This design comes from an exercise in tuning for small area, a short achievable clock period and few clock cycles on the open sky130 flow, not from production work.
No activity file was given, so power comes from the tool's default toggle rates.

==> inputs of v6 <==
==> flow/design.v <==
module midpoint_circle_generator #(
  parameter int COORD_BITS  = 16,
  parameter int RADIUS_BITS = 14
) (
  input  logic                   clk,
  input  logic                   rst,
  input  logic                   cmd_valid,
  output logic                   cmd_ready,
  input  logic                   cmd_action,
  input  logic [COORD_BITS-1:0]  cmd_center_x,
  input  logic [COORD_BITS-1:0]  cmd_center_y,
  input  logic [RADIUS_BITS-1:0] cmd_radius,
  input  logic                   cmd_fill,
  input  logic                   pix_ready,
  output logic                   pix_valid,
  output logic [COORD_BITS:0]    pix_x_start,
  output logic [COORD_BITS:0]    pix_y_start,
  output logic [COORD_BITS:0]    pix_x_end,
  output logic [COORD_BITS:0]    pix_y_end,
  output logic                   pix_last_of_item,
  output logic                   pix_circle_done
);
  localparam int EB = 16;   
  localparam int SB = COORD_BITS + 1;
  logic                   valid;
  logic                   start;
  logic                   fill;
  logic [2:0]             k;
  logic [COORD_BITS-1:0]  cx;
  logic [COORD_BITS-1:0]  cy;
  logic [RADIUS_BITS-1:0] x;
  logic [RADIUS_BITS-1:0] y;
  logic signed [EB-1:0]   e;
  logic                   running;
  logic                   last;
  logic                   free;
  logic                   accept;
  logic                   take_start;
  logic                   take_step;
  logic                   p;
  logic [RADIUS_BITS-1:0] x_nx;
  logic [RADIUS_BITS-1:0] y_nx;
  logic [EB-1:0]          e_nx;
  assign running = (x < y);
  always_comb begin
    if (start) last = fill ? (k == 3'd1) : (k == 3'd3);
    else       last = fill ? (k == 3'd3) : (k == 3'd7);
  end
  assign free       = !valid || (last && pix_ready);
  assign cmd_ready  = free;
  assign accept     = cmd_valid && free;
  assign take_start = accept && !cmd_action;
  assign take_step  = accept && cmd_action && running;
  assign p    = !e[EB-1];
  assign x_nx = x + 1'b1;
  assign y_nx = y - p;
  assign e_nx = e + {1'b0, x_nx, 1'b1} - (p ? {1'b0, y_nx, 1'b0} : 16'd0);
  always_ff @(posedge clk) begin
    if (rst) begin
      valid <= 1'b0;
      k     <= 3'd0;
      y     <= '0;
    end else if (take_start) begin
      valid <= 1'b1;
      k     <= 3'd0;
      y     <= cmd_radius;
    end else if (take_step) begin
      valid <= 1'b1;
      k     <= 3'd0;
      y     <= y_nx;
    end else if (valid && pix_ready) begin
      valid <= !last;
      k     <= k + 1'b1;
    end
  end
  always_ff @(posedge clk) begin
    if (take_start) begin
      start <= 1'b1;
      fill  <= cmd_fill;
      cx    <= cmd_center_x;
      cy    <= cmd_center_y;
      x     <= '0;
      e     <= -({2'b00, cmd_radius});
    end else if (take_step) begin
      start <= 1'b0;
      x     <= x_nx;
      e     <= e_nx;
    end
  end
  logic swap, xs_neg, ys_neg, xe_neg, ye_neg;
  always_comb begin
    swap = 1'b0; xs_neg = 1'b0; ys_neg = 1'b0; xe_neg = 1'b0; ye_neg = 1'b0;
    if (start && fill) begin
      if (k[0]) begin
        swap = 1'b0; xs_neg = 1'b0; ys_neg = 1'b0; xe_neg = 1'b0; ye_neg = 1'b1;
      end else begin
        swap = 1'b1; xs_neg = 1'b0; ys_neg = 1'b0; xe_neg = 1'b1; ye_neg = 1'b0;
      end
    end else if (start) begin
      case (k[1:0])
        2'd0:    begin swap = 1'b1; xs_neg = 1'b0; ys_neg = 1'b0; end
        2'd1:    begin swap = 1'b1; xs_neg = 1'b1; ys_neg = 1'b0; end
        2'd2:    begin swap = 1'b0; xs_neg = 1'b0; ys_neg = 1'b0; end
        default: begin swap = 1'b0; xs_neg = 1'b0; ys_neg = 1'b1; end
      endcase
      xe_neg = xs_neg; ye_neg = ys_neg;
    end else if (fill) begin
      swap   = k[1];
      xs_neg = k[1];
      xe_neg = !k[1];
      ys_neg = k[0] ^ k[1];
      ye_neg = k[0] ^ k[1];
    end else begin
      swap   = k[2];
      xs_neg = k[0] ^ k[2];
      ys_neg = k[1] ^ k[2];
      xe_neg = xs_neg;
      ye_neg = ys_neg;
    end
  end
  logic [SB-1:0] cx_e, cy_e, ox, oy, x_add, x_sub, y_add, y_sub;
  assign cx_e  = {cx[COORD_BITS-1], cx};
  assign cy_e  = {cy[COORD_BITS-1], cy};
  assign ox    = {3'b000, (swap ? y : x)};
  assign oy    = {3'b000, (swap ? x : y)};
  assign x_add = cx_e + ox;
  assign x_sub = cx_e - ox;
  assign y_add = cy_e + oy;
  assign y_sub = cy_e - oy;
  assign pix_valid        = valid;
  assign pix_x_start      = xs_neg ? x_sub : x_add;
  assign pix_y_start      = ys_neg ? y_sub : y_add;
  assign pix_x_end        = xe_neg ? x_sub : x_add;
  assign pix_y_end        = ye_neg ? y_sub : y_add;
  assign pix_last_of_item = last;
  assign pix_circle_done  = !running;
endmodule
==> flow/run.sh <==
#!/bin/bash
# synth_recipe.tcl (not shown) runs the flow's synth.tcl, then flattens the netlist and writes it again
# the make line also repeats each setting of config.mk as NAME=value (left out here)
make -C /OpenROAD-flow-scripts/flow DESIGN_CONFIG=/design/flow/config.mk WORK_HOME=/design/flow/orfs CLKGATE_MAP_FILE= SYNTH_SCRIPT=/design/flow/synth_recipe.tcl finish
==> flow/config.mk <==
export PLATFORM = sky130hd
export DESIGN_NAME = midpoint_circle_generator
export DESIGN_NICKNAME = midpoint_circle_generator
export VERILOG_FILES = /design/flow/design.v
export SDC_FILE = /design/flow/constraint.sdc
export NUM_CORES = 4
export LEC_CHECK = 0
export CAP_MARGIN = 20
export CORE_MARGIN = 2
export CORE_UTILIZATION = 40
export SLEW_MARGIN = 20
==> flow/constraint.sdc <==
create_clock -name core_clock -period 5.0 [get_ports {clk}]
set_input_delay 1.0000 -clock core_clock [delete_from_list [all_inputs] [get_ports {clk}]]
set_output_delay 1.0000 -clock core_clock [all_outputs]
set_load 0.01 [all_outputs]
==> v9 (differences from v6) <==
==> flow/design.v, changed modules only <==
module midpoint_circle_generator #(
  parameter int COORD_BITS  = 16,
  parameter int RADIUS_BITS = 14
) (
  input  logic                   clk,
  input  logic                   rst,
  input  logic                   cmd_valid,
  output logic                   cmd_ready,
  input  logic                   cmd_action,
  input  logic [COORD_BITS-1:0]  cmd_center_x,
  input  logic [COORD_BITS-1:0]  cmd_center_y,
  input  logic [RADIUS_BITS-1:0] cmd_radius,
  input  logic                   cmd_fill,
  input  logic                   pix_ready,
  output logic                   pix_valid,
  output logic [COORD_BITS:0]    pix_x_start,
  output logic [COORD_BITS:0]    pix_y_start,
  output logic [COORD_BITS:0]    pix_x_end,
  output logic [COORD_BITS:0]    pix_y_end,
  output logic                   pix_last_of_item,
  output logic                   pix_circle_done
);
  localparam int EB = 16;   
  localparam int SB = COORD_BITS + 1;
  logic                   jv;       
  logic                   start;
  logic                   fill;
  logic [2:0]             k;        
  logic [COORD_BITS-1:0]  cx;
  logic [COORD_BITS-1:0]  cy;
  logic [RADIUS_BITS-1:0] x;
  logic [RADIUS_BITS-1:0] y;
  logic [EB-1:0]          e;
  logic                   running;
  logic                   last;
  logic                   load;
  logic                   give;
  logic                   free;
  logic                   accept;
  logic                   take_start;
  logic                   take_step;
  logic                   p;
  logic [RADIUS_BITS-1:0] x_nx;
  logic [RADIUS_BITS-1:0] y_nx;
  logic [EB-1:0]          e_nx;
  assign running = (x < y);
  always_comb begin
    if (start) last = fill ? (k == 3'd1) : (k == 3'd3);
    else       last = fill ? (k == 3'd3) : (k == 3'd7);
  end
  assign load       = !pix_valid || pix_ready;
  assign give       = jv && load;
  assign free       = !jv || (last && load);
  assign cmd_ready  = free;
  assign accept     = cmd_valid && free;
  assign take_start = accept && !cmd_action;
  assign take_step  = accept && cmd_action && running;
  assign p    = !e[EB-1];
  assign x_nx = x + 1'b1;
  assign y_nx = y - p;
  assign e_nx = e + {1'b0, x_nx, 1'b1} - (p ? {1'b0, y_nx, 1'b0} : 16'd0);
  always_ff @(posedge clk) begin
    if (rst) begin
      jv <= 1'b0;
      y  <= '0;
    end else if (take_start) begin
      jv <= 1'b1;
      y  <= cmd_radius;
    end else if (take_step) begin
      jv <= 1'b1;
      y  <= y_nx;
    end else if (give && last) begin
      jv <= 1'b0;
    end
  end
  always_ff @(posedge clk) begin
    if (take_start || take_step) begin
      k <= 3'd0;
    end else if (give) begin
      k <= k + 1'b1;
    end
  end
  always_ff @(posedge clk) begin
    if (take_start) begin
      start <= 1'b1;
      fill  <= cmd_fill;
      cx    <= cmd_center_x;
      cy    <= cmd_center_y;
      x     <= '0;
      e     <= -({2'b00, cmd_radius});
    end else if (take_step) begin
      start <= 1'b0;
      x     <= x_nx;
      e     <= e_nx;
    end
  end
  logic swap, xs_neg, ys_neg, xe_neg, ye_neg;
  always_comb begin
    swap = 1'b0; xs_neg = 1'b0; ys_neg = 1'b0; xe_neg = 1'b0; ye_neg = 1'b0;
    if (start && fill) begin
      if (k[0]) begin
        swap = 1'b0; xs_neg = 1'b0; ys_neg = 1'b0; xe_neg = 1'b0; ye_neg = 1'b1;
      end else begin
        swap = 1'b1; xs_neg = 1'b0; ys_neg = 1'b0; xe_neg = 1'b1; ye_neg = 1'b0;
      end
    end else if (start) begin
      case (k[1:0])
        2'd0:    begin swap = 1'b1; xs_neg = 1'b0; ys_neg = 1'b0; end
        2'd1:    begin swap = 1'b1; xs_neg = 1'b1; ys_neg = 1'b0; end
        2'd2:    begin swap = 1'b0; xs_neg = 1'b0; ys_neg = 1'b0; end
        default: begin swap = 1'b0; xs_neg = 1'b0; ys_neg = 1'b1; end
      endcase
      xe_neg = xs_neg; ye_neg = ys_neg;
    end else if (fill) begin
      swap   = k[1];
      xs_neg = k[1];
      xe_neg = !k[1];
      ys_neg = k[0] ^ k[1];
      ye_neg = k[0] ^ k[1];
    end else begin
      swap   = k[2];
      xs_neg = k[0] ^ k[2];
      ys_neg = k[1] ^ k[2];
      xe_neg = xs_neg;
      ye_neg = ys_neg;
    end
  end
  logic [SB-1:0] cx_e, cy_e, ox, oy, x_add, x_sub, y_add, y_sub;
  assign cx_e  = {cx[COORD_BITS-1], cx};
  assign cy_e  = {cy[COORD_BITS-1], cy};
  assign ox    = {3'b000, (swap ? y : x)};
  assign oy    = {3'b000, (swap ? x : y)};
  assign x_add = cx_e + ox;
  assign x_sub = cx_e - ox;
  assign y_add = cy_e + oy;
  assign y_sub = cy_e - oy;
  always_ff @(posedge clk) begin
    if (rst) begin
      pix_valid <= 1'b0;
    end else if (load) begin
      pix_valid <= jv;
    end
  end
  always_ff @(posedge clk) begin
    if (give) begin
      pix_x_start      <= xs_neg ? x_sub : x_add;
      pix_y_start      <= ys_neg ? y_sub : y_add;
      pix_x_end        <= xe_neg ? x_sub : x_add;
      pix_y_end        <= ye_neg ? y_sub : y_add;
      pix_last_of_item <= last;
      pix_circle_done  <= !running;
    end
  end
endmodule
==> comparison <==
Final area: v6 is smaller than v9 (9.4%). Of v9 and v6, v9 has the higher total power (gap about 28%, measured against v6). Fmax: v6 is smaller than v9 (about 5.5%). Clock power: v6 is lower than v9 (about 50%). Of v6 and v9, v9 has the higher synthesized cell count (gap 4.6%, measured against v9). Of v6 and v9, v9 has the higher die area (gap about 16%, measured against v9).
==> figures <==
quantity                                                                     v9              v6
Result of the run                                                finished clean  finished clean
DR vias                                                                    9184            8936
Count of non-filler cells in the finished layout                           1730            1672
Global-route met3 utilization                                            0.0286          0.0161
Latest clock arrival within the worst-skew pair                         0.44 ns         0.35 ns
Core utilization of the finished layout                                   0.487           0.525
Number of nets in the final layout                                         1508            1516
Worst Skew                                                            0.0116 ns      0.00743 ns
Maximum number of pins on one net before global-route repair                 41              65
Met2 Wirelength                                                         13.0 mm         12.8 mm
Proportion of netlist area held by the largest area contributor           0.309           0.154
Complex-gate fraction of the synthesized area                             0.165           0.218
Die span in y                                                            173 um          159 um
Net switching power                                                     3.93 mW         3.29 mW
No run of this note included a check of the RTL's function; only the layout flow was run.

## what the ideal ports hide
In the flow no input, the clock included, has a driving cell. The finished layouts below were timed again as built, in two steps. Step 1 (the two cells are an assumption about what drives the block):
set clk [get_ports {clk}]
set_driving_cell -lib_cell sky130_fd_sc_hd__clkbuf_16 $clk
set_driving_cell -lib_cell sky130_fd_sc_hd__buf_2 [delete_from_list [all_inputs] $clk]
Step 2 times the ports against the registers' clock, not the clock port: input delays grow and output delays shrink by t, the midpoint of the rising clock arrivals with the driver on. a / b / c = no drivers / after step 1 / after step 2; a / b = the first two.
| run | shift t [ns] | setup WS [ns] | latest minus earliest clock arrival (ns) | worst register clock-pin slew, ns |
|---|---|---|---|---|
| v6 | 0.391 | 0.074 / 0.032 / 0.423 | 0.008 / 0.008 | 0.07 / 0.07 |
| v9 | 0.481 | 0.342 / 0.342 / 0.342 | 0.014 / 0.014 | 0.07 / 0.07 |
After both steps setup and hold are still met in every run listed.
